What follows belongs to an exercise in optimizing a design on an open flow for small area and a short achievable clock period; a production flow would make more cautious choices. No functional check of the RTL was part of any run shown here.

==> design/flow/flow/run.sh <==
#!/bin/bash
# Layout flow: the standard flow, with the port buffers made of buf_2
# cells instead of the resizer's default choice (a delay buffer).
# Timing repair aims for 7.8 ns of setup slack (a 3.2 ns cycle) instead of zero.
# Every step's full output goes to standard_flow.log in this folder.
set -euo pipefail
export BUFFER_PORTS_ARGS="-buffer_cell sky130_fd_sc_hd__buf_2"
export SETUP_SLACK_MARGIN=7.8
bash standard.sh > standard_flow.log 2>&1
==> design/flow/standard.sh <==
#!/bin/bash
# synth_recipe.tcl (not shown) runs the flow's synth.tcl, then flattens the netlist and writes it again
# the make line also repeats each setting of config.mk as NAME=value (left out here)
make -C /OpenROAD-flow-scripts/flow DESIGN_CONFIG=/design/flow/config.mk WORK_HOME=/design/flow/orfs CLKGATE_MAP_FILE= SYNTH_SCRIPT=/design/flow/synth_recipe.tcl "${@:-finish}"
==> design/flow/config.mk <==
export PLATFORM = sky130hd
export DESIGN_NAME = sdf_fft_top
export DESIGN_NICKNAME = sdf_fft_top
export VERILOG_FILES = /design/flow/design.v
export SDC_FILE = /design/flow/constraint.sdc
export NUM_CORES = 4
export LEC_CHECK = 0
export CAP_MARGIN = 20
export CORE_MARGIN = 2
export CORE_UTILIZATION = 40
export SLEW_MARGIN = 20
==> design/flow/constraint.sdc <==
create_clock -name core_clock -period 11.0 [get_ports {CLK}]
set_input_delay 2.2000 -clock core_clock [delete_from_list [all_inputs] [get_ports {CLK}]]
set_output_delay 2.2000 -clock core_clock [all_outputs]
set_load 0.01 [all_outputs]
==> design/flow/design.v <==
module sdf_delay_line
#(
	parameter int DEPTH = 8,	 
	parameter int W     = 26	 
)
(
	input  logic         CLK,
	input  logic         shift_i,	 
	input  logic [W-1:0] data_i,
	output logic [W-1:0] data_o	 
);
	logic [DEPTH*W-1:0] sr;	 
	always_ff @(posedge CLK)
	begin
		if (shift_i)
		begin
			if (DEPTH > 1)
				sr <= {sr[(DEPTH-1)*W-1:0], data_i};	 
			else
				sr <= data_i;
		end
	end
	assign data_o = sr[DEPTH*W-1 -: W];
endmodule
module sdf_add
#(
	parameter int W = 13
)
(
	input  logic [W-1:0] a_i,
	input  logic [W-1:0] b_i,
	input  logic         c_i,
	output logic [W-1:0] s_o
);
	localparam int N = W + 1;	 
	localparam int L = $clog2(N);	 
	logic [W-1:0]     p;
	logic [(L+1)*N-1:0] gg;	 
	logic [(L+1)*N-1:0] gp;	 
	assign p = a_i ^ b_i;
	assign gg[N-1:0] = {a_i & b_i, c_i};
	assign gp[N-1:0] = {p, 1'b0};
	for (genvar l = 0; l < L; l++)
	begin : g_lvl
		for (genvar i = 0; i < N; i++)
		begin : g_pos
			if ((i >> l) & 1)
			begin : g_op
				localparam int J = ((i >> l) << l) - 1;	 
				assign gg[(l+1)*N+i] = gg[l*N+i] | (gp[l*N+i] & gg[l*N+J]);
				assign gp[(l+1)*N+i] = gp[l*N+i] & gp[l*N+J];
			end
			else
			begin : g_pass
				assign gg[(l+1)*N+i] = gg[l*N+i];
				assign gp[(l+1)*N+i] = gp[l*N+i];
			end
		end
	end
	assign s_o = p ^ gg[L*N +: W];
endmodule
module sdf_bf_stage
#(
	parameter int DEPTH       = 8,	 
	parameter bit ROT_MINUS_J = 1'b0,	 
	parameter int IW          = 12,	 
	parameter int OW          = 13	 
)
(
	input  logic            CLK,
	input  logic            RST,
	input  logic            valid_i,
	input  logic [2*IW-1:0] data_i,
	output logic            valid_o,
	output logic [2*OW-1:0] data_o
);
	localparam int CW = $clog2(2 * DEPTH);	 
	logic [CW-1:0]        cnt;
	logic                 second_half;
	logic                 rot;
	logic signed [IW-1:0] in_re;
	logic signed [IW-1:0] in_im;
	logic signed [OW-1:0] b_re;
	logic signed [OW-1:0] b_im;
	logic signed [OW-1:0] a_re;
	logic signed [OW-1:0] a_im;
	logic [OW-1:0]        bg_re;	 
	logic [OW-1:0]        bg_im;
	logic [OW-1:0]        x_re;	 
	logic [OW-1:0]        x_im;
	logic [OW-1:0]        res_re;
	logic [OW-1:0]        res_im;
	logic [OW-1:0]        dif_re;
	logic [OW-1:0]        dif_im;
	logic [OW-1:0]        fb_re;
	logic [OW-1:0]        fb_im;
	logic [2*OW-1:0]      buf_q;
	assign in_re = data_i[2*IW-1:IW];	 
	assign in_im = data_i[IW-1:0];
	assign b_re  = in_re;	 
	assign b_im  = in_im;
	assign a_re  = buf_q[2*OW-1:OW];	 
	assign a_im  = buf_q[OW-1:0];
	logic [7:0] sh_q;	 
	logic [3:0] rot_q;	 
	logic       sh_flip;
	logic       rot_flip;
	if (CW > 1)
	begin : g_flip
		assign sh_flip  = (cnt[CW-2:0] == '1);	 
	end
	else
	begin : g_flip1
		assign sh_flip  = 1'b1;
	end
	if (ROT_MINUS_J && CW > 2)
	begin : g_rot
		assign rot_flip = !cnt[CW-1] && (cnt[CW-3:0] == '1);	 
	end
	else if (ROT_MINUS_J && CW == 2)
	begin : g_rot2
		assign rot_flip = !cnt[1];
	end
	else
	begin : g_norot
		assign rot_flip = 1'b0;
	end
	always_ff @(posedge CLK or posedge RST)
	begin
		if (RST)
		begin
			sh_q  <= '0;
			rot_q <= '0;
		end
		else if (valid_i)
		begin
			if (sh_flip)
				sh_q <= ~sh_q;
			if (rot_flip)
				rot_q <= ~rot_q;
		end
	end
	assign second_half = sh_q[0];
	assign rot         = rot_q[0];
	localparam int HW = OW / 2;	 
	for (genvar i = 0; i < OW; i++)
	begin : g_sel
		localparam int H = (i < HW) ? 0 : 1;
		assign bg_re[i] = sh_q[0 + H] ? b_re[i] : 1'b0;
		assign bg_im[i] = sh_q[2 + H] ? b_im[i] : 1'b0;
		assign fb_re[i] = sh_q[4 + H] ? dif_re[i] : b_re[i];
		assign fb_im[i] = sh_q[6 + H] ? dif_im[i] : b_im[i];
		assign x_re[i]  = rot_q[0 + H] ? a_im[i] : a_re[i];
		assign x_im[i]  = rot_q[2 + H] ? ~a_re[i] : a_im[i];
	end
	sdf_add #(.W (OW)) u_res_re (.a_i (x_re), .b_i (bg_re), .c_i (1'b0), .s_o (res_re));
	sdf_add #(.W (OW)) u_res_im (.a_i (x_im), .b_i (bg_im), .c_i (rot_q[2]), .s_o (res_im));
	sdf_add #(.W (OW)) u_dif_re (.a_i (a_re), .b_i (~b_re), .c_i (1'b1), .s_o (dif_re));
	sdf_add #(.W (OW)) u_dif_im (.a_i (a_im), .b_i (~b_im), .c_i (1'b1), .s_o (dif_im));
	sdf_delay_line #(
		.DEPTH (DEPTH),
		.W     (2 * OW)
	) u_delay_line (
		.CLK     (CLK),
		.shift_i (valid_i),	 
		.data_i  ({fb_re, fb_im}),
		.data_o  (buf_q)
	);
	always_ff @(posedge CLK or posedge RST)
	begin
		if (RST)
		begin
			cnt     <= '0;
			valid_o <= 1'b0;
		end
		else
		begin
			valid_o <= valid_i;
			if (valid_i)
				cnt <= cnt + 1'b1;	 
		end
	end
	always_ff @(posedge CLK)
		data_o <= {res_re, res_im};
endmodule
module sdf_twiddle_mul
(
	input  logic        CLK,
	input  logic        RST,
	input  logic        pre_valid_i,	 
	input  logic        valid_i,
	input  logic [27:0] data_i,	 
	output logic        valid_o,
	output logic [27:0] data_o
);
	localparam logic [3:0] LAG = 4'd12;
	logic [3:0]         cnt;	 
	logic [3:0]         pos;
	logic [4:0]  sr_d, si_d, sr_q, si_q;
	logic        ck_d, ch_d, ct_d;	 
	logic [1:0]  en_a_q, en_b_q, en_c_q, ck_q, ch_q;	 
	always_comb
	begin
		sr_d = '0;
		si_d = '0;
		si_d[4:3] = 2'd1;
		ck_d = 1'b0;
		ch_d = 1'b0;
		case (pos)
			4'd6:	 
			begin
				sr_d[4:3] = 2'd1;
				si_d[4:3] = 2'd0; si_d[2] = 1'b1;
			end
			4'd5, 4'd10:	 
			begin
				ch_d = 1'b1;
				sr_d[4:3] = 2'd2;
				si_d[4:3] = 2'd3;
			end
			4'd7, 4'd14:	 
			begin
				ch_d = 1'b1;
				sr_d[4:3] = 2'd3;
				si_d[4:3] = 2'd2; si_d[2] = 1'b1;
			end
			4'd9:	 
			begin
				ck_d = 1'b1;
				sr_d[4:3] = 2'd0; sr_d[1] = 1'b1;
				si_d[4:3] = 2'd1; si_d[1] = 1'b0; si_d[0] = 1'b1;
			end
			4'd11, 4'd13:	 
			begin
				ck_d = 1'b1;
				sr_d[4:3] = 2'd1; sr_d[1] = 1'b0;
				si_d[4:3] = 2'd0; si_d[2] = 1'b1; si_d[1] = 1'b1;
			end
			4'd15:	 
			begin
				ck_d = 1'b1;
				sr_d[4:3] = 2'd0; sr_d[2] = 1'b1; sr_d[1] = 1'b1; sr_d[0] = 1'b1;
				si_d[4:3] = 2'd1; si_d[2] = 1'b1; si_d[1] = 1'b0;
			end
			default: ;	 
		endcase
	end
	assign ct_d = !ck_d && !ch_d;
	assign pos  = cnt - LAG;
	always_ff @(posedge CLK or posedge RST)
	begin
		if (RST)
			cnt <= '0;
		else if (pre_valid_i)
			cnt <= cnt + 1'b1;	 
	end
	always_ff @(posedge CLK)
	begin
		sr_q      <= sr_d;
		si_q      <= si_d;
		en_a_q[0] <= pre_valid_i && (ck_d || ct_d);
		en_a_q[1] <= !pre_valid_i || ck_d || ct_d;
		en_b_q[0] <= pre_valid_i && (ck_d || ch_d);
		en_b_q[1] <= !pre_valid_i || ck_d || ch_d;
		en_c_q[0] <= pre_valid_i && ck_d;
		en_c_q[1] <= !pre_valid_i || ck_d;
		ck_q[0]   <= pre_valid_i && ck_d;
		ck_q[1]   <= !pre_valid_i || ck_d;
		ch_q[0]   <= pre_valid_i && ch_d;
		ch_q[1]   <= !pre_valid_i || ch_d;
	end
	logic signed [13:0] d_re;
	logic signed [13:0] d_im;
	logic signed [14:0] e_re;
	logic signed [14:0] e_im;
	logic [14:0]        s_add;	 
	logic [14:0]        s_sub;	 
	assign d_re = data_i[27:14];
	assign d_im = data_i[13:0];
	assign e_re = d_re;	 
	assign e_im = d_im;
	sdf_add #(.W (15)) u_add (.a_i (e_re), .b_i (e_im), .c_i (1'b0), .s_o (s_add));
	sdf_add #(.W (15)) u_sub (.a_i (e_im), .b_i (~e_re), .c_i (1'b1), .s_o (s_sub));
	function automatic logic [14:0] pick_u(input logic [4:0] s, input logic [14:0] re, input logic [14:0] im,
		input logic [14:0] sa, input logic [14:0] ss);
		logic [14:0] x;
		case (s[4:3])
			2'd0:    x = re;
			2'd1:    x = im;
			2'd2:    x = sa;
			default: x = ss;
		endcase
		pick_u = s[2] ? ~x : x;
	endfunction
	function automatic logic [15:0] pick_v(input logic [4:0] s, input logic [14:0] re, input logic [14:0] im);
		logic [15:0] x;
		x = s[1] ? {im[14], im} : {re[14], re};
		pick_v = s[0] ? ~x : x;
	endfunction
	logic [14:0] u_re, u_im;
	logic [15:0] v_re, v_im;
	assign u_re = pick_u(sr_q, e_re, e_im, s_add, s_sub);
	assign u_im = pick_u(si_q, e_re, e_im, s_add, s_sub);
	assign v_re = pick_v(sr_q, e_re, e_im);
	assign v_im = pick_v(si_q, e_re, e_im);
	logic [14:0] ua_re, ub_re, ucn_re, ua_im, ub_im, ucn_im;
	logic [15:0] vm_re, vm_im;
	logic [1:0]  b_k;
	logic [3:0]  b_case;	 
	logic [1:0]  b_nu, b_nv;
	always_ff @(posedge CLK)
	begin
		ua_re  <= en_a_q[0] ? {~u_re[14], u_re[13:0]} : 15'h4000;
		ub_re  <= en_b_q[0] ? {~u_re[14], u_re[13:0]} : 15'h4000;
		ucn_re <= en_c_q[0] ? {u_re[14], ~u_re[13:0]} : 15'h3fff;
		vm_re  <= ck_q[0] ? {~v_re[15], v_re[14:0]} : (ch_q[0] ? {~u_re[14], u_re[13:0], 1'b0} : 16'h8000);
		ua_im  <= en_a_q[1] ? {~u_im[14], u_im[13:0]} : 15'h4000;
		ub_im  <= en_b_q[1] ? {~u_im[14], u_im[13:0]} : 15'h4000;
		ucn_im <= en_c_q[1] ? {u_im[14], ~u_im[13:0]} : 15'h3fff;
		vm_im  <= ck_q[1] ? {~v_im[15], v_im[14:0]} : (ch_q[1] ? {~u_im[14], u_im[13:0], 1'b0} : 16'h8000);
		b_k    <= {ck_q[0], ck_q[1]};
		b_case <= {ck_q[0], ch_q[0], ck_q[1], ch_q[1]};
		b_nu   <= {sr_q[2], si_q[2]};
		b_nv   <= {sr_q[0], si_q[0]};
	end
	logic [27:0] s_re, c_re, s_im, c_im;
	logic [27:0] bs_re, bc_re, bs_im, bc_im;
	logic [27:0] p_re, p_im;
	sdf_tw_tree u_tree_re (
		.ua_i   (ua_re),
		.ub_i   (ub_re),
		.ucn_i  (ucn_re),
		.vm_i   (vm_re),
		.k_i    (b_k[1]),
		.case_i (b_case[3:2]),
		.nu_i   (b_nu[1]),
		.nv_i   (b_nv[1]),
		.sum_o  (s_re),
		.cry_o  (c_re)
	);
	sdf_tw_tree u_tree_im (
		.ua_i   (ua_im),
		.ub_i   (ub_im),
		.ucn_i  (ucn_im),
		.vm_i   (vm_im),
		.k_i    (b_k[0]),
		.case_i (b_case[1:0]),
		.nu_i   (b_nu[0]),
		.nv_i   (b_nv[0]),
		.sum_o  (s_im),
		.cry_o  (c_im)
	);
	always_ff @(posedge CLK)
	begin
		bs_re <= s_re;
		bc_re <= c_re;
		bs_im <= s_im;
		bc_im <= c_im;
	end
	sdf_add #(.W (28)) u_cpa_re (.a_i (bs_re), .b_i (bc_re), .c_i (1'b0), .s_o (p_re));
	sdf_add #(.W (28)) u_cpa_im (.a_i (bs_im), .b_i (bc_im), .c_i (1'b0), .s_o (p_im));
	always_ff @(posedge CLK)
		data_o <= {p_re[27:14], p_im[27:14]};
	logic va, vb;
	always_ff @(posedge CLK or posedge RST)
	begin
		if (RST)
		begin
			va      <= 1'b0;
			vb      <= 1'b0;
			valid_o <= 1'b0;
		end
		else
		begin
			va      <= valid_i;
			vb      <= va;
			valid_o <= vb;
		end
	end
endmodule
module sdf_tw_tree
(
	input  logic [14:0] ua_i,	 
	input  logic [14:0] ub_i,	 
	input  logic [14:0] ucn_i,	 
	input  logic [15:0] vm_i,	 
	input  logic        k_i,	 
	input  logic [1:0]  case_i,	 
	input  logic        nu_i,	 
	input  logic        nv_i,	 
	output logic [27:0] sum_o,
	output logic [27:0] cry_o
);
	logic [27:0] ra, rb0, rb6, rb10, rc5, rc8, rv7, rv11, rv12, rv1;
	logic [15:0] vd;	 
	logic [27:0] cst;	 
	assign vd = k_i ? ~vm_i : 16'h7fff;
	assign ra   = 28'(ua_i) << 14;
	assign rb0  = 28'(ub_i);
	assign rb6  = 28'(ub_i) << 6;
	assign rb10 = 28'(~ub_i) << 10;
	assign rc5  = 28'(ucn_i) << 5;
	assign rc8  = 28'(ucn_i) << 8;
	assign rv7  = 28'(vm_i) << 7;
	assign rv11 = 28'(vm_i) << 11;
	assign rv12 = 28'(vm_i) << 12;
	assign rv1  = 28'(vd) << 1;
	always_comb
	begin
		case ({case_i, nu_i, nv_i})
			4'b0000: cst = 28'h266e522;
			4'b0010: cst = 28'h2672522;
			4'b0100: cst = 28'h266e522;
			4'b0110: cst = 28'h2671263;
			4'b1000: cst = 28'h266e522;
			4'b1001: cst = 28'h266fda0;
			4'b1010: cst = 28'h2672043;
			4'b1011: cst = 28'h26738c1;
			default: cst = 28'h266e522;
		endcase
	end
	logic fc10, fc102, fc104, fc106, fc108, fc110, fc112, fc114, fc116, fc118, fc120, fc122, fc124, fc126, fc128, fc130, fc132, fc134, fc136, fc138, fc14, fc140, fc142, fc144, fc146, fc148, fc150, fc152, fc154, fc156, fc158, fc160, fc162, fc164, fc166, fc172, fc174, fc176, fc178, fc18, fc180, fc182, fc184, fc186, fc188, fc190, fc192, fc194, fc196, fc198, fc200, fc202, fc204, fc206, fc208, fc210, fc212, fc222, fc224, fc226, fc228, fc230, fc232, fc234, fc236, fc238, fc24, fc240, fc242, fc244, fc246, fc248, fc250, fc252, fc254, fc256, fc258, fc26, fc260, fc262, fc264, fc266, fc30, fc32, fc36, fc38, fc4, fc40, fc42, fc44, fc46, fc48, fc50, fc52, fc54, fc56, fc58, fc6, fc60, fc62, fc64, fc66, fc68, fc70, fc72, fc74, fc76, fc78, fc80, fc82, fc84, fc86, fc88, fc92, fc98, fs101, fs103, fs105, fs107, fs109, fs111, fs113, fs115, fs117, fs119, fs121, fs123, fs125, fs127, fs129, fs13, fs131, fs133, fs135, fs137, fs139, fs141, fs143, fs145, fs147, fs149, fs151, fs153, fs155, fs157, fs159, fs161, fs163, fs165, fs17, fs171, fs173, fs175, fs177, fs179, fs181, fs183, fs185, fs187, fs189, fs191, fs193, fs195, fs197, fs199, fs201, fs203, fs205, fs207, fs209, fs211, fs221, fs223, fs225, fs227, fs229, fs23, fs231, fs233, fs235, fs237, fs239, fs241, fs243, fs245, fs247, fs249, fs25, fs251, fs253, fs255, fs257, fs259, fs261, fs263, fs265, fs29, fs3, fs31, fs35, fs37, fs39, fs41, fs43, fs45, fs47, fs49, fs5, fs51, fs53, fs55, fs57, fs59, fs61, fs63, fs65, fs67, fs69, fs71, fs73, fs75, fs77, fs79, fs81, fs83, fs85, fs87, fs9, fs91, fs97, hc100, hc12, hc16, hc168, hc170, hc2, hc20, hc214, hc216, hc218, hc22, hc220, hc28, hc34, hc8, hc90, hc94, hc96, hs1, hs11, hs15, hs167, hs169, hs19, hs21, hs213, hs215, hs217, hs219, hs27, hs33, hs7, hs89, hs93, hs95, hs99;
	assign hs1 = cst[12] ^ rb0[12];
	assign hc2 = cst[12] & rb0[12];
	assign fs3 = cst[13] ^ rb0[13] ^ rb6[13];
	assign fc4 = (cst[13] & rb0[13]) | (cst[13] & rb6[13]) | (rb0[13] & rb6[13]);
	assign fs5 = cst[14] ^ ra[14] ^ rb0[14];
	assign fc6 = (cst[14] & ra[14]) | (cst[14] & rb0[14]) | (ra[14] & rb0[14]);
	assign hs7 = rb6[14] ^ rb10[14];
	assign hc8 = rb6[14] & rb10[14];
	assign fs9 = cst[15] ^ ra[15] ^ rb6[15];
	assign fc10 = (cst[15] & ra[15]) | (cst[15] & rb6[15]) | (ra[15] & rb6[15]);
	assign hs11 = rb10[15] ^ rc5[15];
	assign hc12 = rb10[15] & rc5[15];
	assign fs13 = cst[16] ^ ra[16] ^ rb6[16];
	assign fc14 = (cst[16] & ra[16]) | (cst[16] & rb6[16]) | (ra[16] & rb6[16]);
	assign hs15 = rb10[16] ^ rc5[16];
	assign hc16 = rb10[16] & rc5[16];
	assign fs17 = 1'b1 ^ ra[17] ^ rb6[17];
	assign fc18 = (1'b1 & ra[17]) | (1'b1 & rb6[17]) | (ra[17] & rb6[17]);
	assign hs19 = 1'b1 ^ ra[18];
	assign hc20 = 1'b1 & ra[18];
	assign hs21 = cst[8] ^ rb0[8];
	assign hc22 = cst[8] & rb0[8];
	assign fs23 = cst[9] ^ rb0[9] ^ rb6[9];
	assign fc24 = (cst[9] & rb0[9]) | (cst[9] & rb6[9]) | (rb0[9] & rb6[9]);
	assign fs25 = cst[10] ^ rb0[10] ^ rb6[10];
	assign fc26 = (cst[10] & rb0[10]) | (cst[10] & rb6[10]) | (rb0[10] & rb6[10]);
	assign hs27 = rb10[10] ^ rc5[10];
	assign hc28 = rb10[10] & rc5[10];
	assign fs29 = cst[11] ^ rb0[11] ^ rb6[11];
	assign fc30 = (cst[11] & rb0[11]) | (cst[11] & rb6[11]) | (rb0[11] & rb6[11]);
	assign fs31 = rb10[11] ^ rc5[11] ^ rc8[11];
	assign fc32 = (rb10[11] & rc5[11]) | (rb10[11] & rc8[11]) | (rc5[11] & rc8[11]);
	assign hs33 = rv7[11] ^ rv11[11];
	assign hc34 = rv7[11] & rv11[11];
	assign fs35 = rb6[12] ^ rb10[12] ^ rc5[12];
	assign fc36 = (rb6[12] & rb10[12]) | (rb6[12] & rc5[12]) | (rb10[12] & rc5[12]);
	assign fs37 = rc8[12] ^ rv7[12] ^ rv11[12];
	assign fc38 = (rc8[12] & rv7[12]) | (rc8[12] & rv11[12]) | (rv7[12] & rv11[12]);
	assign fs39 = rv12[12] ^ rv1[12] ^ hs1;
	assign fc40 = (rv12[12] & rv1[12]) | (rv12[12] & hs1) | (rv1[12] & hs1);
	assign fs41 = rb10[13] ^ rc5[13] ^ rc8[13];
	assign fc42 = (rb10[13] & rc5[13]) | (rb10[13] & rc8[13]) | (rc5[13] & rc8[13]);
	assign fs43 = rv7[13] ^ rv11[13] ^ rv12[13];
	assign fc44 = (rv7[13] & rv11[13]) | (rv7[13] & rv12[13]) | (rv11[13] & rv12[13]);
	assign fs45 = rv1[13] ^ fs3 ^ hc2;
	assign fc46 = (rv1[13] & fs3) | (rv1[13] & hc2) | (fs3 & hc2);
	assign fs47 = rc5[14] ^ rc8[14] ^ rv7[14];
	assign fc48 = (rc5[14] & rc8[14]) | (rc5[14] & rv7[14]) | (rc8[14] & rv7[14]);
	assign fs49 = rv11[14] ^ rv12[14] ^ rv1[14];
	assign fc50 = (rv11[14] & rv12[14]) | (rv11[14] & rv1[14]) | (rv12[14] & rv1[14]);
	assign fs51 = fs5 ^ hs7 ^ fc4;
	assign fc52 = (fs5 & hs7) | (fs5 & fc4) | (hs7 & fc4);
	assign fs53 = rc8[15] ^ rv7[15] ^ rv11[15];
	assign fc54 = (rc8[15] & rv7[15]) | (rc8[15] & rv11[15]) | (rv7[15] & rv11[15]);
	assign fs55 = rv12[15] ^ rv1[15] ^ fs9;
	assign fc56 = (rv12[15] & rv1[15]) | (rv12[15] & fs9) | (rv1[15] & fs9);
	assign fs57 = hs11 ^ fc6 ^ hc8;
	assign fc58 = (hs11 & fc6) | (hs11 & hc8) | (fc6 & hc8);
	assign fs59 = rc8[16] ^ rv7[16] ^ rv11[16];
	assign fc60 = (rc8[16] & rv7[16]) | (rc8[16] & rv11[16]) | (rv7[16] & rv11[16]);
	assign fs61 = rv12[16] ^ rv1[16] ^ fs13;
	assign fc62 = (rv12[16] & rv1[16]) | (rv12[16] & fs13) | (rv1[16] & fs13);
	assign fs63 = hs15 ^ fc10 ^ hc12;
	assign fc64 = (hs15 & fc10) | (hs15 & hc12) | (fc10 & hc12);
	assign fs65 = rb10[17] ^ rc5[17] ^ rc8[17];
	assign fc66 = (rb10[17] & rc5[17]) | (rb10[17] & rc8[17]) | (rc5[17] & rc8[17]);
	assign fs67 = rv7[17] ^ rv11[17] ^ rv12[17];
	assign fc68 = (rv7[17] & rv11[17]) | (rv7[17] & rv12[17]) | (rv11[17] & rv12[17]);
	assign fs69 = fs17 ^ fc14 ^ hc16;
	assign fc70 = (fs17 & fc14) | (fs17 & hc16) | (fc14 & hc16);
	assign fs71 = rb6[18] ^ rb10[18] ^ rc5[18];
	assign fc72 = (rb6[18] & rb10[18]) | (rb6[18] & rc5[18]) | (rb10[18] & rc5[18]);
	assign fs73 = rc8[18] ^ rv7[18] ^ rv11[18];
	assign fc74 = (rc8[18] & rv7[18]) | (rc8[18] & rv11[18]) | (rv7[18] & rv11[18]);
	assign fs75 = rv12[18] ^ hs19 ^ fc18;
	assign fc76 = (rv12[18] & hs19) | (rv12[18] & fc18) | (hs19 & fc18);
	assign fs77 = ra[19] ^ rb6[19] ^ rb10[19];
	assign fc78 = (ra[19] & rb6[19]) | (ra[19] & rb10[19]) | (rb6[19] & rb10[19]);
	assign fs79 = rc5[19] ^ rc8[19] ^ rv7[19];
	assign fc80 = (rc5[19] & rc8[19]) | (rc5[19] & rv7[19]) | (rc8[19] & rv7[19]);
	assign fs81 = rv11[19] ^ rv12[19] ^ hc20;
	assign fc82 = (rv11[19] & rv12[19]) | (rv11[19] & hc20) | (rv12[19] & hc20);
	assign fs83 = ra[20] ^ rb6[20] ^ rb10[20];
	assign fc84 = (ra[20] & rb6[20]) | (ra[20] & rb10[20]) | (rb6[20] & rb10[20]);
	assign fs85 = rc8[20] ^ rv7[20] ^ rv11[20];
	assign fc86 = (rc8[20] & rv7[20]) | (rc8[20] & rv11[20]) | (rv7[20] & rv11[20]);
	assign fs87 = 1'b1 ^ ra[21] ^ rb10[21];
	assign fc88 = (1'b1 & ra[21]) | (1'b1 & rb10[21]) | (ra[21] & rb10[21]);
	assign hs89 = rc8[21] ^ rv7[21];
	assign hc90 = rc8[21] & rv7[21];
	assign fs91 = 1'b1 ^ ra[22] ^ rb10[22];
	assign fc92 = (1'b1 & ra[22]) | (1'b1 & rb10[22]) | (ra[22] & rb10[22]);
	assign hs93 = rc8[22] ^ rv7[22];
	assign hc94 = rc8[22] & rv7[22];
	assign hs95 = cst[6] ^ rb0[6];
	assign hc96 = cst[6] & rb0[6];
	assign fs97 = cst[7] ^ rb0[7] ^ rb6[7];
	assign fc98 = (cst[7] & rb0[7]) | (cst[7] & rb6[7]) | (rb0[7] & rb6[7]);
	assign hs99 = rc5[7] ^ rv7[7];
	assign hc100 = rc5[7] & rv7[7];
	assign fs101 = rb6[8] ^ rc5[8] ^ rc8[8];
	assign fc102 = (rb6[8] & rc5[8]) | (rb6[8] & rc8[8]) | (rc5[8] & rc8[8]);
	assign fs103 = rv7[8] ^ rv1[8] ^ hs21;
	assign fc104 = (rv7[8] & rv1[8]) | (rv7[8] & hs21) | (rv1[8] & hs21);
	assign fs105 = rc5[9] ^ rc8[9] ^ rv7[9];
	assign fc106 = (rc5[9] & rc8[9]) | (rc5[9] & rv7[9]) | (rc8[9] & rv7[9]);
	assign fs107 = rv1[9] ^ fs23 ^ hc22;
	assign fc108 = (rv1[9] & fs23) | (rv1[9] & hc22) | (fs23 & hc22);
	assign fs109 = rc8[10] ^ rv7[10] ^ rv1[10];
	assign fc110 = (rc8[10] & rv7[10]) | (rc8[10] & rv1[10]) | (rv7[10] & rv1[10]);
	assign fs111 = fs25 ^ hs27 ^ fc24;
	assign fc112 = (fs25 & hs27) | (fs25 & fc24) | (hs27 & fc24);
	assign fs113 = rv1[11] ^ fs29 ^ fs31;
	assign fc114 = (rv1[11] & fs29) | (rv1[11] & fs31) | (fs29 & fs31);
	assign fs115 = hs33 ^ fc26 ^ hc28;
	assign fc116 = (hs33 & fc26) | (hs33 & hc28) | (fc26 & hc28);
	assign fs117 = fs35 ^ fs37 ^ fs39;
	assign fc118 = (fs35 & fs37) | (fs35 & fs39) | (fs37 & fs39);
	assign fs119 = fc30 ^ fc32 ^ hc34;
	assign fc120 = (fc30 & fc32) | (fc30 & hc34) | (fc32 & hc34);
	assign fs121 = fs41 ^ fs43 ^ fs45;
	assign fc122 = (fs41 & fs43) | (fs41 & fs45) | (fs43 & fs45);
	assign fs123 = fc36 ^ fc38 ^ fc40;
	assign fc124 = (fc36 & fc38) | (fc36 & fc40) | (fc38 & fc40);
	assign fs125 = fs47 ^ fs49 ^ fs51;
	assign fc126 = (fs47 & fs49) | (fs47 & fs51) | (fs49 & fs51);
	assign fs127 = fc42 ^ fc44 ^ fc46;
	assign fc128 = (fc42 & fc44) | (fc42 & fc46) | (fc44 & fc46);
	assign fs129 = fs53 ^ fs55 ^ fs57;
	assign fc130 = (fs53 & fs55) | (fs53 & fs57) | (fs55 & fs57);
	assign fs131 = fc48 ^ fc50 ^ fc52;
	assign fc132 = (fc48 & fc50) | (fc48 & fc52) | (fc50 & fc52);
	assign fs133 = fs59 ^ fs61 ^ fs63;
	assign fc134 = (fs59 & fs61) | (fs59 & fs63) | (fs61 & fs63);
	assign fs135 = fc54 ^ fc56 ^ fc58;
	assign fc136 = (fc54 & fc56) | (fc54 & fc58) | (fc56 & fc58);
	assign fs137 = fs65 ^ fs67 ^ fs69;
	assign fc138 = (fs65 & fs67) | (fs65 & fs69) | (fs67 & fs69);
	assign fs139 = fc60 ^ fc62 ^ fc64;
	assign fc140 = (fc60 & fc62) | (fc60 & fc64) | (fc62 & fc64);
	assign fs141 = fs71 ^ fs73 ^ fs75;
	assign fc142 = (fs71 & fs73) | (fs71 & fs75) | (fs73 & fs75);
	assign fs143 = fc66 ^ fc68 ^ fc70;
	assign fc144 = (fc66 & fc68) | (fc66 & fc70) | (fc68 & fc70);
	assign fs145 = fs77 ^ fs79 ^ fs81;
	assign fc146 = (fs77 & fs79) | (fs77 & fs81) | (fs79 & fs81);
	assign fs147 = fc72 ^ fc74 ^ fc76;
	assign fc148 = (fc72 & fc74) | (fc72 & fc76) | (fc74 & fc76);
	assign fs149 = rv12[20] ^ fs83 ^ fs85;
	assign fc150 = (rv12[20] & fs83) | (rv12[20] & fs85) | (fs83 & fs85);
	assign fs151 = fc78 ^ fc80 ^ fc82;
	assign fc152 = (fc78 & fc80) | (fc78 & fc82) | (fc80 & fc82);
	assign fs153 = rv11[21] ^ rv12[21] ^ fs87;
	assign fc154 = (rv11[21] & rv12[21]) | (rv11[21] & fs87) | (rv12[21] & fs87);
	assign fs155 = hs89 ^ fc84 ^ fc86;
	assign fc156 = (hs89 & fc84) | (hs89 & fc86) | (fc84 & fc86);
	assign fs157 = rv11[22] ^ rv12[22] ^ fs91;
	assign fc158 = (rv11[22] & rv12[22]) | (rv11[22] & fs91) | (rv12[22] & fs91);
	assign fs159 = hs93 ^ fc88 ^ hc90;
	assign fc160 = (hs93 & fc88) | (hs93 & hc90) | (fc88 & hc90);
	assign fs161 = ra[23] ^ rb10[23] ^ rv11[23];
	assign fc162 = (ra[23] & rb10[23]) | (ra[23] & rv11[23]) | (rb10[23] & rv11[23]);
	assign fs163 = rv12[23] ^ fc92 ^ hc94;
	assign fc164 = (rv12[23] & fc92) | (rv12[23] & hc94) | (fc92 & hc94);
	assign fs165 = ra[24] ^ rb10[24] ^ rv11[24];
	assign fc166 = (ra[24] & rb10[24]) | (ra[24] & rv11[24]) | (rb10[24] & rv11[24]);
	assign hs167 = 1'b1 ^ ra[25];
	assign hc168 = 1'b1 & ra[25];
	assign hs169 = cst[5] ^ rb0[5];
	assign hc170 = cst[5] & rb0[5];
	assign fs171 = rb6[6] ^ rc5[6] ^ rv1[6];
	assign fc172 = (rb6[6] & rc5[6]) | (rb6[6] & rv1[6]) | (rc5[6] & rv1[6]);
	assign fs173 = rv1[7] ^ fs97 ^ hs99;
	assign fc174 = (rv1[7] & fs97) | (rv1[7] & hs99) | (fs97 & hs99);
	assign fs175 = fs101 ^ fs103 ^ fc98;
	assign fc176 = (fs101 & fs103) | (fs101 & fc98) | (fs103 & fc98);
	assign fs177 = fs105 ^ fs107 ^ fc102;
	assign fc178 = (fs105 & fs107) | (fs105 & fc102) | (fs107 & fc102);
	assign fs179 = fs109 ^ fs111 ^ fc106;
	assign fc180 = (fs109 & fs111) | (fs109 & fc106) | (fs111 & fc106);
	assign fs181 = fs113 ^ fs115 ^ fc110;
	assign fc182 = (fs113 & fs115) | (fs113 & fc110) | (fs115 & fc110);
	assign fs183 = fs117 ^ fs119 ^ fc114;
	assign fc184 = (fs117 & fs119) | (fs117 & fc114) | (fs119 & fc114);
	assign fs185 = fs121 ^ fs123 ^ fc118;
	assign fc186 = (fs121 & fs123) | (fs121 & fc118) | (fs123 & fc118);
	assign fs187 = fs125 ^ fs127 ^ fc122;
	assign fc188 = (fs125 & fs127) | (fs125 & fc122) | (fs127 & fc122);
	assign fs189 = fs129 ^ fs131 ^ fc126;
	assign fc190 = (fs129 & fs131) | (fs129 & fc126) | (fs131 & fc126);
	assign fs191 = fs133 ^ fs135 ^ fc130;
	assign fc192 = (fs133 & fs135) | (fs133 & fc130) | (fs135 & fc130);
	assign fs193 = fs137 ^ fs139 ^ fc134;
	assign fc194 = (fs137 & fs139) | (fs137 & fc134) | (fs139 & fc134);
	assign fs195 = fs141 ^ fs143 ^ fc138;
	assign fc196 = (fs141 & fs143) | (fs141 & fc138) | (fs143 & fc138);
	assign fs197 = fs145 ^ fs147 ^ fc142;
	assign fc198 = (fs145 & fs147) | (fs145 & fc142) | (fs147 & fc142);
	assign fs199 = fs149 ^ fs151 ^ fc146;
	assign fc200 = (fs149 & fs151) | (fs149 & fc146) | (fs151 & fc146);
	assign fs201 = fs153 ^ fs155 ^ fc150;
	assign fc202 = (fs153 & fs155) | (fs153 & fc150) | (fs155 & fc150);
	assign fs203 = fs157 ^ fs159 ^ fc154;
	assign fc204 = (fs157 & fs159) | (fs157 & fc154) | (fs159 & fc154);
	assign fs205 = fs161 ^ fs163 ^ fc158;
	assign fc206 = (fs161 & fs163) | (fs161 & fc158) | (fs163 & fc158);
	assign fs207 = rv12[24] ^ fs165 ^ fc162;
	assign fc208 = (rv12[24] & fs165) | (rv12[24] & fc162) | (fs165 & fc162);
	assign fs209 = rv11[25] ^ rv12[25] ^ hs167;
	assign fc210 = (rv11[25] & rv12[25]) | (rv11[25] & hs167) | (rv12[25] & hs167);
	assign fs211 = ra[26] ^ rv11[26] ^ rv12[26];
	assign fc212 = (ra[26] & rv11[26]) | (ra[26] & rv12[26]) | (rv11[26] & rv12[26]);
	assign hs213 = cst[1] ^ rb0[1];
	assign hc214 = cst[1] & rb0[1];
	assign hs215 = rb0[2] ^ rv1[2];
	assign hc216 = rb0[2] & rv1[2];
	assign hs217 = rb0[3] ^ rv1[3];
	assign hc218 = rb0[3] & rv1[3];
	assign hs219 = rb0[4] ^ rv1[4];
	assign hc220 = rb0[4] & rv1[4];
	assign fs221 = rc5[5] ^ rv1[5] ^ hs169;
	assign fc222 = (rc5[5] & rv1[5]) | (rc5[5] & hs169) | (rv1[5] & hs169);
	assign fs223 = hs95 ^ fs171 ^ hc170;
	assign fc224 = (hs95 & fs171) | (hs95 & hc170) | (fs171 & hc170);
	assign fs225 = hc96 ^ fs173 ^ fc172;
	assign fc226 = (hc96 & fs173) | (hc96 & fc172) | (fs173 & fc172);
	assign fs227 = hc100 ^ fs175 ^ fc174;
	assign fc228 = (hc100 & fs175) | (hc100 & fc174) | (fs175 & fc174);
	assign fs229 = fc104 ^ fs177 ^ fc176;
	assign fc230 = (fc104 & fs177) | (fc104 & fc176) | (fs177 & fc176);
	assign fs231 = fc108 ^ fs179 ^ fc178;
	assign fc232 = (fc108 & fs179) | (fc108 & fc178) | (fs179 & fc178);
	assign fs233 = fc112 ^ fs181 ^ fc180;
	assign fc234 = (fc112 & fs181) | (fc112 & fc180) | (fs181 & fc180);
	assign fs235 = fc116 ^ fs183 ^ fc182;
	assign fc236 = (fc116 & fs183) | (fc116 & fc182) | (fs183 & fc182);
	assign fs237 = fc120 ^ fs185 ^ fc184;
	assign fc238 = (fc120 & fs185) | (fc120 & fc184) | (fs185 & fc184);
	assign fs239 = fc124 ^ fs187 ^ fc186;
	assign fc240 = (fc124 & fs187) | (fc124 & fc186) | (fs187 & fc186);
	assign fs241 = fc128 ^ fs189 ^ fc188;
	assign fc242 = (fc128 & fs189) | (fc128 & fc188) | (fs189 & fc188);
	assign fs243 = fc132 ^ fs191 ^ fc190;
	assign fc244 = (fc132 & fs191) | (fc132 & fc190) | (fs191 & fc190);
	assign fs245 = fc136 ^ fs193 ^ fc192;
	assign fc246 = (fc136 & fs193) | (fc136 & fc192) | (fs193 & fc192);
	assign fs247 = fc140 ^ fs195 ^ fc194;
	assign fc248 = (fc140 & fs195) | (fc140 & fc194) | (fs195 & fc194);
	assign fs249 = fc144 ^ fs197 ^ fc196;
	assign fc250 = (fc144 & fs197) | (fc144 & fc196) | (fs197 & fc196);
	assign fs251 = fc148 ^ fs199 ^ fc198;
	assign fc252 = (fc148 & fs199) | (fc148 & fc198) | (fs199 & fc198);
	assign fs253 = fc152 ^ fs201 ^ fc200;
	assign fc254 = (fc152 & fs201) | (fc152 & fc200) | (fs201 & fc200);
	assign fs255 = fc156 ^ fs203 ^ fc202;
	assign fc256 = (fc156 & fs203) | (fc156 & fc202) | (fs203 & fc202);
	assign fs257 = fc160 ^ fs205 ^ fc204;
	assign fc258 = (fc160 & fs205) | (fc160 & fc204) | (fs205 & fc204);
	assign fs259 = fc164 ^ fs207 ^ fc206;
	assign fc260 = (fc164 & fs207) | (fc164 & fc206) | (fs207 & fc206);
	assign fs261 = fc166 ^ fs209 ^ fc208;
	assign fc262 = (fc166 & fs209) | (fc166 & fc208) | (fs209 & fc208);
	assign fs263 = hc168 ^ fs211 ^ fc210;
	assign fc264 = (hc168 & fs211) | (hc168 & fc210) | (fs211 & fc210);
	assign fs265 = ra[27] ^ rv12[27] ^ fc212;
	assign fc266 = (ra[27] & rv12[27]) | (ra[27] & fc212) | (rv12[27] & fc212);
	assign sum_o = {fs265, fs263, fs261, fs259, fs257, fs255, fs253, fs251, fs249, fs247, fs245, fs243, fs241, fs239, fs237, fs235, fs233, fs231, fs229, fs227, fs225, fs223, fs221, hs219, hs217, hs215, rv1[1], cst[0]};
	assign cry_o = {fc264, fc262, fc260, fc258, fc256, fc254, fc252, fc250, fc248, fc246, fc244, fc242, fc240, fc238, fc236, fc234, fc232, fc230, fc228, fc226, fc224, fc222, hc220, hc218, hc216, hc214, hs213, rb0[0]};
endmodule
module sdf_fft_top
(
	input  logic        CLK,
	input  logic        RST,
	input  logic        valid_i,	 
	input  logic [23:0] data_i,	 
	output logic        valid_o,
	output logic        first_o,	 
	output logic [31:0] data_o	 
)
;
	localparam logic [3:0] LAG = 4'd15;
	logic        v0;
	logic        v1;
	logic        v2;
	logic        vt;
	logic        v3;
	logic [23:0] d0;
	logic [25:0] d1;
	logic [27:0] d2;
	logic [27:0] dt;
	logic [29:0] d3;
	logic [3:0]  out_cnt;
	logic [3:0]  out_pos;
	logic        primed;	 
	logic        at_bin0;
	always_ff @(posedge CLK or posedge RST)
	begin
		if (RST)
			v0 <= 1'b0;
		else
			v0 <= valid_i;
	end
	always_ff @(posedge CLK)
		d0 <= data_i;
	sdf_bf_stage #(
		.DEPTH       (8),
		.ROT_MINUS_J (1'b1),
		.IW          (12),
		.OW          (13)
	) u_stage1 (
		.CLK     (CLK),
		.RST     (RST),
		.valid_i (v0),
		.data_i  (d0),
		.valid_o (v1),
		.data_o  (d1)
	);
	sdf_bf_stage #(
		.DEPTH       (4),
		.ROT_MINUS_J (1'b0),
		.IW          (13),
		.OW          (14)
	) u_stage2 (
		.CLK     (CLK),
		.RST     (RST),
		.valid_i (v1),
		.data_i  (d1),
		.valid_o (v2),
		.data_o  (d2)
	);
	sdf_twiddle_mul u_twiddle (	 
		.CLK     (CLK),
		.RST         (RST),
		.pre_valid_i (v1),
		.valid_i     (v2),
		.data_i      (d2),
		.valid_o (vt),
		.data_o  (dt)
	);
	sdf_bf_stage #(
		.DEPTH       (2),
		.ROT_MINUS_J (1'b1),
		.IW          (14),
		.OW          (15)
	) u_stage3 (
		.CLK     (CLK),
		.RST     (RST),
		.valid_i (vt),
		.data_i  (dt),
		.valid_o (v3),
		.data_o  (d3)
	);
	sdf_bf_stage #(
		.DEPTH       (1),
		.ROT_MINUS_J (1'b0),
		.IW          (15),
		.OW          (16)
	) u_stage4 (
		.CLK     (CLK),
		.RST     (RST),
		.valid_i (v3),
		.data_i  (d3),
		.valid_o (),
		.data_o  (data_o)
	);
	assign out_pos = out_cnt - LAG;	 
	assign at_bin0 = (out_pos == '0);
	always_ff @(posedge CLK or posedge RST)
	begin
		if (RST)
		begin
			out_cnt <= '0;
			primed  <= 1'b0;
			valid_o <= 1'b0;
			first_o <= 1'b0;
		end
		else
		begin
			valid_o <= v3 && (primed || at_bin0);	 
			first_o <= v3 && at_bin0;
			if (v3)
			begin
				out_cnt <= out_cnt + 1'b1;
				if (at_bin0)
					primed <= 1'b1;	 
			end
		end
	end
endmodule
==> summary.txt, run 1 <==
Synthesis
  • Xor and xnor area share after synthesis: 0.0591
  • Post-synthesis cell area: 46200 sq um
  • Area share of the largest cell type after synthesis: 0.268
  • Post-synthesis compound-gate area fraction: 0.0687
  • Most used DFF post-synth: dfxtp_1
  • Post-Syn Instances: 3890
  • Post-synthesis sequential area ratio: 0.491
  • EDFF count, synth: 412
  • Synthesized flop and latch total: 911
  • Yosys warns: 11
  • Fraction of the mapped netlist area in adder cells: 0.214
  • Top cells by area, synth: edfxtp_1 (27%), dfxtp_1 (19%), fa_1 (12%), ha_1 (9.3%), inv_1 (4.6%)
  • Synth cell types: 80
  • Async set-reset flop share out of synthesis: 0.0724
  • Syn_nets: 4540
  • Mux share of post-synthesis cell area: 0.0285
  • Synth Area per Inst: 11.9 sq um
  • Post-Synth Simple-Gate Area: 0.0846
  • Largest family of logic cells by synthesized area: adder cells
  • Cell taking the most area after synthesis: edfxtp_1

Worst setup path
  • Critical Path AT: 1.16 ns
  • Start of the worst register-to-register path: u_stage1.rot_q[2]
  • Worst Setup End Kind: output port
  • Slowest stage cell, crit path: dfrtp_1
  • Buf/Inv on CP: 1
  • Crit Path Class: register to output port
  • Crit-path max cell delay: 0.35 ns
  • Critical Path Source: first_o
  • WP depth: 1
  • Setup crit end: first_o
  • Crit-path max FO: 1
  • CP Cell Sequence: buf_2
  • Reg2Reg Depth: 11
  • Critical path startpoint category: register
  • Reg2reg end: u_stage1.data_o[12]
  • CP delay by family, top: flip-flops
  • Reg-to-reg slack, setup: 7.86 ns
  • Req. time, crit path: 8.80 ns

Floorplan
  • CORE AREA: 115000 sq um
  • Rows: 124
  • IO Pins: 61
  • DIE AREA: 118000 sq um
  • Starting density of the core: 0.404
  • Die Height: 344 microns
  • Die width: 344 microns

STA
  • Hold slack: 0.345 ns
  • Setup TNS: 0 ns
  • Worst Tran Pin Value: 1.06 ns
  • RSZ-0062 raised after global routing: yes
  • Final count of negative-setup-slack endpoints: 0
  • Slew Limit Headroom: 0.293
  • Setup Skew: 0.0231 ns
  • Fmax: 297 MHz
  • Tcrit/Tclk final: 0.306
  • Final hold violation count: 0
  • Fin crit period: 3.36 ns
  • Max-slew violation count: 0

Finish
  • Layout area overhead: 12.7%
  • Layout fillers: 10401
  • Fin nets: 4649
  • Most frequent cells in the layout: inv_1 (562), edfxtp_1 (412), dfxtp_1 (392), ha_1 (342), fa_1 (277)
  • Final Non-Filler Cells: 5595
  • Layout cells sized above 1: 0.100
  • Multi-input logic area: 21300 sq um
  • Antenna fix cells: 0
  • Fin util: 0.455
  • Most common cell after layout, fill and taps aside: inv_1
  • Reg area: 22800 sq um
  • Post-route cell area: 52100 sq um

Clock tree
  • CTS Buf Count: 96
  • Clock Latency Late Sink: 0.69 ns
  • Clock transition at path regs: 0.06 ns
  • CTS tree: yes
  • Clk buf depth: 3
  • Clock Root Buffer: clkbuf_16
  • H-tree Lvls: 3
  • Post-CTS Hold Fix Bufs: 0
  • Sink Count: 911

Detailed routing
  • Routed length per instance: 15.8 microns
  • Final wirelength: 88300 microns
  • Initial drt markers: 1280
  • Drt drc: 0
  • Vias per Instance: 4.70
  • Pre-antenna DRT Iters: 5
  • Total number of vias: 26313
  • Final ANT Viol Nets: 0

Placed design
  • GPL Wtd Cong: 0.878
  • Port Buffers: 60
  • Dpl cell area: 48200 sq um
  • Placed cell count: 5394
  • DP HPWL: 65700 microns

GRT
  • Global-route wire length before repair: 143000 microns
  • Initial antenna violation count: 0
  • Total grt overflow: 0
  • Pin count of the biggest net entering global routing: 88
  • Vias in the first global route: 27242
  • GRT Util Overall: 0.152

Job
  • Number of max-cap violations: 0

Status
  • Status: no timing/DRC/antenna violations

Worst hold path
  • Worst min path class: register to register
-- worst min-delay path by stage --
stage / slack [ns] / end / from / depth (start not counted)
after global routing: 0.35 / u_twiddle.vb / u_twiddle.va / 0
after CTS: 0.35 / u_twiddle.vb / u_twiddle.va / 0
after global placement: 0.34 / u_twiddle.vb / u_twiddle.va / 0
final: 0.35 / u_twiddle.vb / u_twiddle.va / 0
after floorplan: 0.33 / u_twiddle.bc_im[0] / u_twiddle.ub_im[0] / 0
after detailed placement: 0.34 / u_twiddle.va / u_stage2.valid_o / 0
-- flip-flops by register name (all words and copies together) (netlist names), 15 cells and up --
name / flops
u_stage1.u_delay_line.sr: 208
u_stage2.u_delay_line.sr: 112
u_stage3.u_delay_line.sr: 60
u_stage4.data_o: 32
u_stage4.u_delay_line.sr: 32
u_stage3.data_o: 30
u_stage2.data_o: 28
u_twiddle.bc_im: 28
u_twiddle.bc_re: 28
u_twiddle.bs_im: 28
u_twiddle.bs_re: 28
u_twiddle.data_o: 28
u_stage1.data_o: 26
d0: 24
u_twiddle.vm_im: 16
u_twiddle.vm_re: 16
u_twiddle.ub_im: 15
u_twiddle.ub_re: 15
u_twiddle.ucn_im: 15
u_twiddle.ucn_re: 15
-- through the flow --
| stage | setup slack, ns |
|---|---|
| floorplan | 7.44 |
| global placement | 7.18 |
| detailed placement | 7.14 |
| CTS | 7.58 |
| global route | 7.57 |
| finish | 7.64 |
-- cells by family after synthesis --
kind of cell,count (synthesis)
buffers and inverters,646
AND/OR/NAND/NOR,785
XOR/XNOR,312
multiplexers,116
flip-flops,911
AO/OA/AOI/OAI,497
adder cells (fa/ha/maj),623
-- area by class of cell --
| type | instances | area share |
|---|---|---|
| well taps | 1512 | 0.0363 |
| inverters | 566 | 0.0409 |
| clock inverters | 49 | 0.0115 |
| repair buffers | 91 | 0.0129 |
| flip-flops and latches | 911 | 0.437 |
| clock buffers | 133 | 0.0533 |
| multi-input cells | 2333 | 0.408 |
-- routing by layer --
| metal | up-vias | part of all wire | track usage |
|---|---|---|---|
| li1 | 13173 | - | - |
| met1 | 12611 | 0.45 | 0.195 |
| met2 | 373 | 0.49 | 0.262 |
| met3 | 156 | 0.031 | 0.0244 |
| met4 | 0 | 0.033 | 0.0523 |
| met5 | - | 0 | 0 |
-- synthesized netlist by cell type, types with 9 or more instances --
cell and instances:
a211oi_1 17, a21o_1 48, a21oi_1 148, a22o_1 15
a31oi_1 18, and2_1 173, and3_1 17, buf_1 9
clkbuf_1 60, dfrtp_1 66, dfxtp_1 433, edfxtp_1 412
fa_1 278, ha_1 345, inv_1 564, mux2_2 27
mux2i_1 79, mux4_2 10, nand2_1 206, nand2b_1 32
nand3_1 35, nand4_1 10, nor2_1 171, nor2b_1 38
nor3_1 44, o211ai_1 9, o21a_1 34, o21ai_0 115
o21bai_1 14, or2_2 20, or3_1 16, xnor2_1 211
xor2_1 101
-- what timing repair did --
action	4_1_cts	5_1_grt
gates resized for setup	51	71
buffers inserted	7	11
gates cloned	0	0
pin swaps	5	12
setup endpoints to repair	85	112
==> inputs of run 2 (changes only) <==
--- a/design/flow/design.v
+++ b/design/flow/design.v
@@ -304,23 +304,26 @@
 	assign v_re = pick_v(sr_q, e_re, e_im);
 	assign v_im = pick_v(si_q, e_re, e_im);
-	logic [14:0] ua_re, ub_re, ucn_re, ua_im, ub_im, ucn_im;
+	logic [14:0] uf_re, uf_im;
 	logic [15:0] vm_re, vm_im;
-	logic [1:0]  b_k;
+	logic [1:0]  b_ea, b_eb, b_ec, b_k;
 	logic [3:0]  b_case;	 
 	logic [1:0]  b_nu, b_nv;
 	always_ff @(posedge CLK)
 	begin
-		ua_re  <= en_a_q[0] ? {~u_re[14], u_re[13:0]} : 15'h4000;
-		ub_re  <= en_b_q[0] ? {~u_re[14], u_re[13:0]} : 15'h4000;
-		ucn_re <= en_c_q[0] ? {u_re[14], ~u_re[13:0]} : 15'h3fff;
-		vm_re  <= ck_q[0] ? {~v_re[15], v_re[14:0]} : (ch_q[0] ? {~u_re[14], u_re[13:0], 1'b0} : 16'h8000);
-		ua_im  <= en_a_q[1] ? {~u_im[14], u_im[13:0]} : 15'h4000;
-		ub_im  <= en_b_q[1] ? {~u_im[14], u_im[13:0]} : 15'h4000;
-		ucn_im <= en_c_q[1] ? {u_im[14], ~u_im[13:0]} : 15'h3fff;
-		vm_im  <= ck_q[1] ? {~v_im[15], v_im[14:0]} : (ch_q[1] ? {~u_im[14], u_im[13:0], 1'b0} : 16'h8000);
-		b_k    <= {ck_q[0], ck_q[1]};
-		b_case <= {ck_q[0], ch_q[0], ck_q[1], ch_q[1]};
-		b_nu   <= {sr_q[2], si_q[2]};
-		b_nv   <= {sr_q[0], si_q[0]};
+		uf_re   <= {~u_re[14], u_re[13:0]};
+		uf_im   <= {~u_im[14], u_im[13:0]};
+		vm_re   <= ck_q[0] ? {~v_re[15], v_re[14:0]} : (ch_q[0] ? {~u_re[14], u_re[13:0], 1'b0} : 16'h8000);
+		vm_im   <= ck_q[1] ? {~v_im[15], v_im[14:0]} : (ch_q[1] ? {~u_im[14], u_im[13:0], 1'b0} : 16'h8000);
+		b_ea[0] <= valid_i && en_a_q[0];
+		b_ea[1] <= !valid_i || en_a_q[1];
+		b_eb[0] <= valid_i && en_b_q[0];
+		b_eb[1] <= !valid_i || en_b_q[1];
+		b_ec[0] <= valid_i && ck_q[0];
+		b_ec[1] <= !valid_i || ck_q[1];
+		b_k[0]  <= !(valid_i && !ck_q[0]);
+		b_k[1]  <= valid_i && ck_q[1];
+		b_case  <= {ck_q[0], ch_q[0], ck_q[1], ch_q[1]};
+		b_nu    <= {sr_q[2], si_q[2]};
+		b_nv    <= {sr_q[0], si_q[0]};
 	end
 	logic [27:0] s_re, c_re, s_im, c_im;
@@ -328,9 +331,10 @@
 	logic [27:0] p_re, p_im;
 	sdf_tw_tree u_tree_re (
-		.ua_i   (ua_re),
-		.ub_i   (ub_re),
-		.ucn_i  (ucn_re),
+		.uf_i   (uf_re),
+		.ea_i   (b_ea[0]),
+		.eb_i   (b_eb[0]),
+		.ec_i   (b_ec[0]),
 		.vm_i   (vm_re),
-		.k_i    (b_k[1]),
+		.k_i    (b_k[0]),
 		.case_i (b_case[3:2]),
 		.nu_i   (b_nu[1]),
@@ -340,9 +344,10 @@
 	);
 	sdf_tw_tree u_tree_im (
-		.ua_i   (ua_im),
-		.ub_i   (ub_im),
-		.ucn_i  (ucn_im),
+		.uf_i   (uf_im),
+		.ea_i   (b_ea[1]),
+		.eb_i   (b_eb[1]),
+		.ec_i   (b_ec[1]),
 		.vm_i   (vm_im),
-		.k_i    (b_k[0]),
+		.k_i    (b_k[1]),
 		.case_i (b_case[1:0]),
 		.nu_i   (b_nu[0]),
@@ -381,7 +386,8 @@
 module sdf_tw_tree
 (
-	input  logic [14:0] ua_i,	 
-	input  logic [14:0] ub_i,	 
-	input  logic [14:0] ucn_i,	 
+	input  logic [14:0] uf_i,	 
+	input  logic        ea_i,	 
+	input  logic        eb_i,	 
+	input  logic        ec_i,	 
 	input  logic [15:0] vm_i,	 
 	input  logic        k_i,	 
@@ -393,7 +399,11 @@
 );
 	logic [27:0] ra, rb0, rb6, rb10, rc5, rc8, rv7, rv11, rv12, rv1;
+	logic [14:0] ua_i, ub_i, ucn_i;	 
 	logic [15:0] vd;	 
 	logic [27:0] cst;	 
-	assign vd = k_i ? ~vm_i : 16'h7fff;
+	assign ua_i  = ea_i ? uf_i : 15'h4000;	 
+	assign ub_i  = eb_i ? uf_i : 15'h4000;
+	assign ucn_i = ec_i ? ~uf_i : 15'h3fff;
+	assign vd    = k_i ? ~vm_i : 16'h7fff;
 	assign ra   = 28'(ua_i) << 14;
 	assign rb0  = 28'(ub_i);
==> design/flow/flow/run.sh (replaced) <==
#!/bin/bash
# Layout flow: the standard flow, with the port buffers made of buf_2
# cells instead of the resizer's default choice (a delay buffer).
# Timing repair aims for 8.0 ns of setup slack (a 3.0 ns cycle) instead of zero.
# Every step's full output goes to standard_flow.log in this folder.
set -euo pipefail
export BUFFER_PORTS_ARGS="-buffer_cell sky130_fd_sc_hd__buf_2"
export SETUP_SLACK_MARGIN=8.0
bash standard.sh > standard_flow.log 2>&1
--- a/design/flow/config.mk
+++ b/design/flow/config.mk
@@ -9,3 +9,5 @@
 export CORE_MARGIN = 2
 export CORE_UTILIZATION = 40
+export CTS_BUF_LIST = sky130_fd_sc_hd__clkbuf_8
+export CTS_CLUSTER_SIZE = 30
 export SLEW_MARGIN = 20
==> summary.txt, run 2 <==
Floorplan
  • DIE AREA: 116000 sq um
  • IO Pins: 61
  • Rows: 123
  • Starting density of the core: 0.403
  • Die width: 340 microns
  • Die Height: 340 microns
  • CORE AREA: 112000 sq um

Finish
  • Layout fillers: 10271
  • Layout cells sized above 1: 0.159
  • Top flop regs: u_stage1.u_delay_line.sr (208), u_stage2.u_delay_line.sr (112), u_stage3.u_delay_line.sr (60)
  • Max reg flops: 208
  • Layout area overhead: 14.5%
  • Most common cell after layout, fill and taps aside: inv_1
  • Biggest register: u_stage1.u_delay_line.sr
  • Post-route cell area: 51900 sq um
  • Most frequent cells in the layout: inv_1 (608), edfxtp_1 (412), dfxtp_1 (336), ha_1 (332), fa_1 (235)
  • Fin nets: 4708

Detailed routing
  • Drt drc: 0
  • Vias per Instance: 4.71
  • Final wirelength: 89600 microns
  • Final ANT Viol Nets: 0
  • Total number of vias: 26744
  • Pre-antenna DRT Iters: 5
  • Initial drt markers: 1348
  • Routed length per instance: 15.8 microns
  • Met2 Wirelength: 43300 microns
  • M1 WL: 39800 microns
  • Routed length on met3: 3020 microns
  • Highest metal used: met4

Worst setup path
  • Reg-to-reg slack, setup: 7.66 ns
  • Reg2Reg Depth: 9
  • CP Cell Sequence: buf_2
  • Worst Setup End Kind: output port
  • Crit-path max FO: 1
  • Critical Path Source: valid_o
  • Crit-path max cell delay: 0.35 ns
  • Critical path startpoint category: register
  • Slowest stage cell, crit path: dfrtp_1
  • Setup crit end: valid_o
  • Reg2reg end: u_twiddle.bs_im[16]
  • Critical Path AT: 1.29 ns
  • WP depth: 1
  • Crit Path Class: register to output port
  • Buf/Inv on CP: 1
  • Start of the worst register-to-register path: u_twiddle.b_eb[1]
  • Req. time, crit path: 8.80 ns
  • CP delay by family, top: flip-flops

STA
  • RSZ-0062 raised after global routing: yes
  • Fmax: 286 MHz
  • Setup TNS: 0 ns
  • Tcrit/Tclk final: 0.317
  • Setup Skew: 0.0344 ns
  • Max-slew violation count: 0
  • Worst Tran Pin Value: 1.01 ns
  • Fin crit period: 3.49 ns
  • Final hold violation count: 0
  • Slew Limit Headroom: 0.324
  • Final count of negative-setup-slack endpoints: 0

Clock tree
  • Clock Latency Late Sink: 0.82 ns
  • CTS Buf Count: 145
  • Clock transition at path regs: 0.06 ns
  • Clk buf depth: 3
  • CTS tree: yes
  • Post-CTS Hold Fix Bufs: 0
  • Clock Root Buffer: clkbuf_8
  • Sink Count: 859
  • H-tree Lvls: 4

Synthesis
  • Yosys warns: 11
  • Most frequent cells after synthesis: inv_1 (600), edfxtp_1 (412), dfxtp_1 (381), ha_1 (345), fa_1 (278)
  • Most used DFF post-synth: edfxtp_1
  • Cell taking the most area after synthesis: edfxtp_1
  • EDFF count, synth: 412
  • Area share of the largest cell type after synthesis: 0.273
  • Post-Syn Instances: 3844
  • Syn_nets: 4494
  • Async set-reset flop share out of synthesis: 0.0768
  • Post-synthesis cell area: 45300 sq um
  • Synth cell types: 73
  • Post-synthesis sequential area ratio: 0.478
  • Synthesized flop and latch total: 859
  • Synth Area per Inst: 11.8 sq um
  • Top-count cell post-synth: inv_1
  • Top cells by area, synth: edfxtp_1 (27%), dfxtp_1 (17%), fa_1 (12%), ha_1 (9.5%), inv_1 (5.0%)

GRT
  • Initial antenna violation count: 2
  • Vias in the first global route: 27854
  • Global-route wire length before repair: 145000 microns
  • Total grt overflow: 0
  • Pin count of the biggest net entering global routing: 85
  • GRT Util Overall: 0.157

Status
  • Status: no timing/DRC/antenna violations

Placed design
  • DP HPWL: 65800 microns
  • GPL Wtd Cong: 0.930
  • Port Buffers: 60
  • Dpl cell area: 47400 sq um

Job
  • Number of max-cap violations: 0

Worst hold path
  • Hold Path Depth: 0
  • Worst min path class: register to register
run 2: changes by cell type in the layout (fill, tap and decap cells not counted), moves of 31 or more:
cell / change
inv_1: +46
fa_1: -42
buf_4: +34
and2_1: -31
fa_2: +42
clkbuf_8: +157
clkbuf_16: -101
inv_2: +40
dfxtp_1: -56
run 2: through the flow:
| stage | util | setup WS [ns] | hold WS [ns] | instances |
|---|---|---|---|---|
| 5_1_grt | 0.462 | 7.44 | 0.353 | 5684 |
| 3_3_place_gp | 0.422 | 7.43 | 0.335 | 5340 |
| 2_1_floorplan | - | 7.44 | 0.331 | 3844 |
| 6_report | 0.462 | 7.51 | 0.352 | 5684 |
| 3_5_place_dp | 0.422 | 7.36 | 0.345 | 5340 |
| 4_1_cts | 0.456 | 7.41 | 0.356 | 5656 |
run 2: how the worst min path moves through the flow:
stage                       startpoint                end  slack [ns]
after floorplan           u_twiddle.vb  u_twiddle.valid_o        0.33
after global placement    u_twiddle.va       u_twiddle.vb        0.33
after detailed placement  u_twiddle.va       u_twiddle.vb        0.34
after CTS                 u_twiddle.vb  u_twiddle.valid_o        0.36
after global routing      u_twiddle.vb  u_twiddle.valid_o        0.35
final                     u_twiddle.va       u_twiddle.vb        0.35
run 2: per-layer routing:
layer,track usage,vias to the layer above
met2,0.267,443
met4,0.0699,0
met3,0.0272,194
li1,-,13266
met5,0,-
met1,0.196,12841
run 2: cell type report:
cell class / instances / area (sq um) / share of cell area
Multi-Input combinational cell: 2308 / 21800 / 0.421
Sequential cell: 859 / 21800 / 0.419
Clock buffer: 170 / 2340 / 0.0451
Inverter: 601 / 2270 / 0.0438
Tap cell: 1500 / 1880 / 0.0362
Timing Repair Buffer: 143 / 1070 / 0.0206
Clock inverter: 101 / 706 / 0.0136
Antenna cell: 2 / 5.00 / 0.0000965
run 2: timing repair:
action                                  in CTS  in global routing
resized for setup                          167                128
setup buffers                               45                 26
pin swaps                                   74                 79
endpoints found under the setup margin     143                144
hold endpoints to repair                     0                  0
run 2: cells by family (layout without fill, tap and decap cells):
family / count (synthesis) / in the layout / share of synthesized area
flip-flops: 859 / 859 / 0.478
AND/OR/NAND/NOR: 736 / 736 / 0.0794
buffers and inverters: 677 / 1015 / 0.0563
adder cells (fa/ha/maj): 623 / 623 / 0.218
AO/OA/AOI/OAI: 498 / 498 / 0.0718
XOR/XNOR: 313 / 313 / 0.0607
multiplexers: 138 / 138 / 0.0354
other: 0 / 2 / 0

static timing again, ports no longer ideal:
How much do the figures lean on ideal ports? The routed layouts below were timed once more, with nothing changed but the port constraints.
Step 1 (the two cells are an assumption about what drives the block):
set clk [get_ports {CLK}]
set_driving_cell -lib_cell sky130_fd_sc_hd__clkbuf_16 $clk
set_driving_cell -lib_cell sky130_fd_sc_hd__buf_2 [delete_from_list [all_inputs] $clk]
Step 2 times the ports against the registers' clock, not the clock port: input delays grow and output delays shrink by t, the midpoint of the rising clock arrivals with the driver on.
Slacks: ideal ports / drivers / drivers and shift; pairs: ideal ports / drivers.
| run | t (ns) | slack for setup (ns) | worst setup path after step 2 | clock arrival spread, ns |
|---|---|---|---|---|
| run 1 | 0.742 | 7.639 / 7.571 / 7.544 | input, reset recovery | 0.025 / 0.026 |
| run 2 | 0.868 | 7.508 / 7.442 / 7.495 | input, reset recovery | 0.040 / 0.040 |
After both steps setup and hold are still met in every run listed. The setup slack of run 1, which loses most, moves by -0.068 ns with the drivers and by -0.095 ns with both steps. The worst setup slack also covers recovery checks on asynchronous resets.
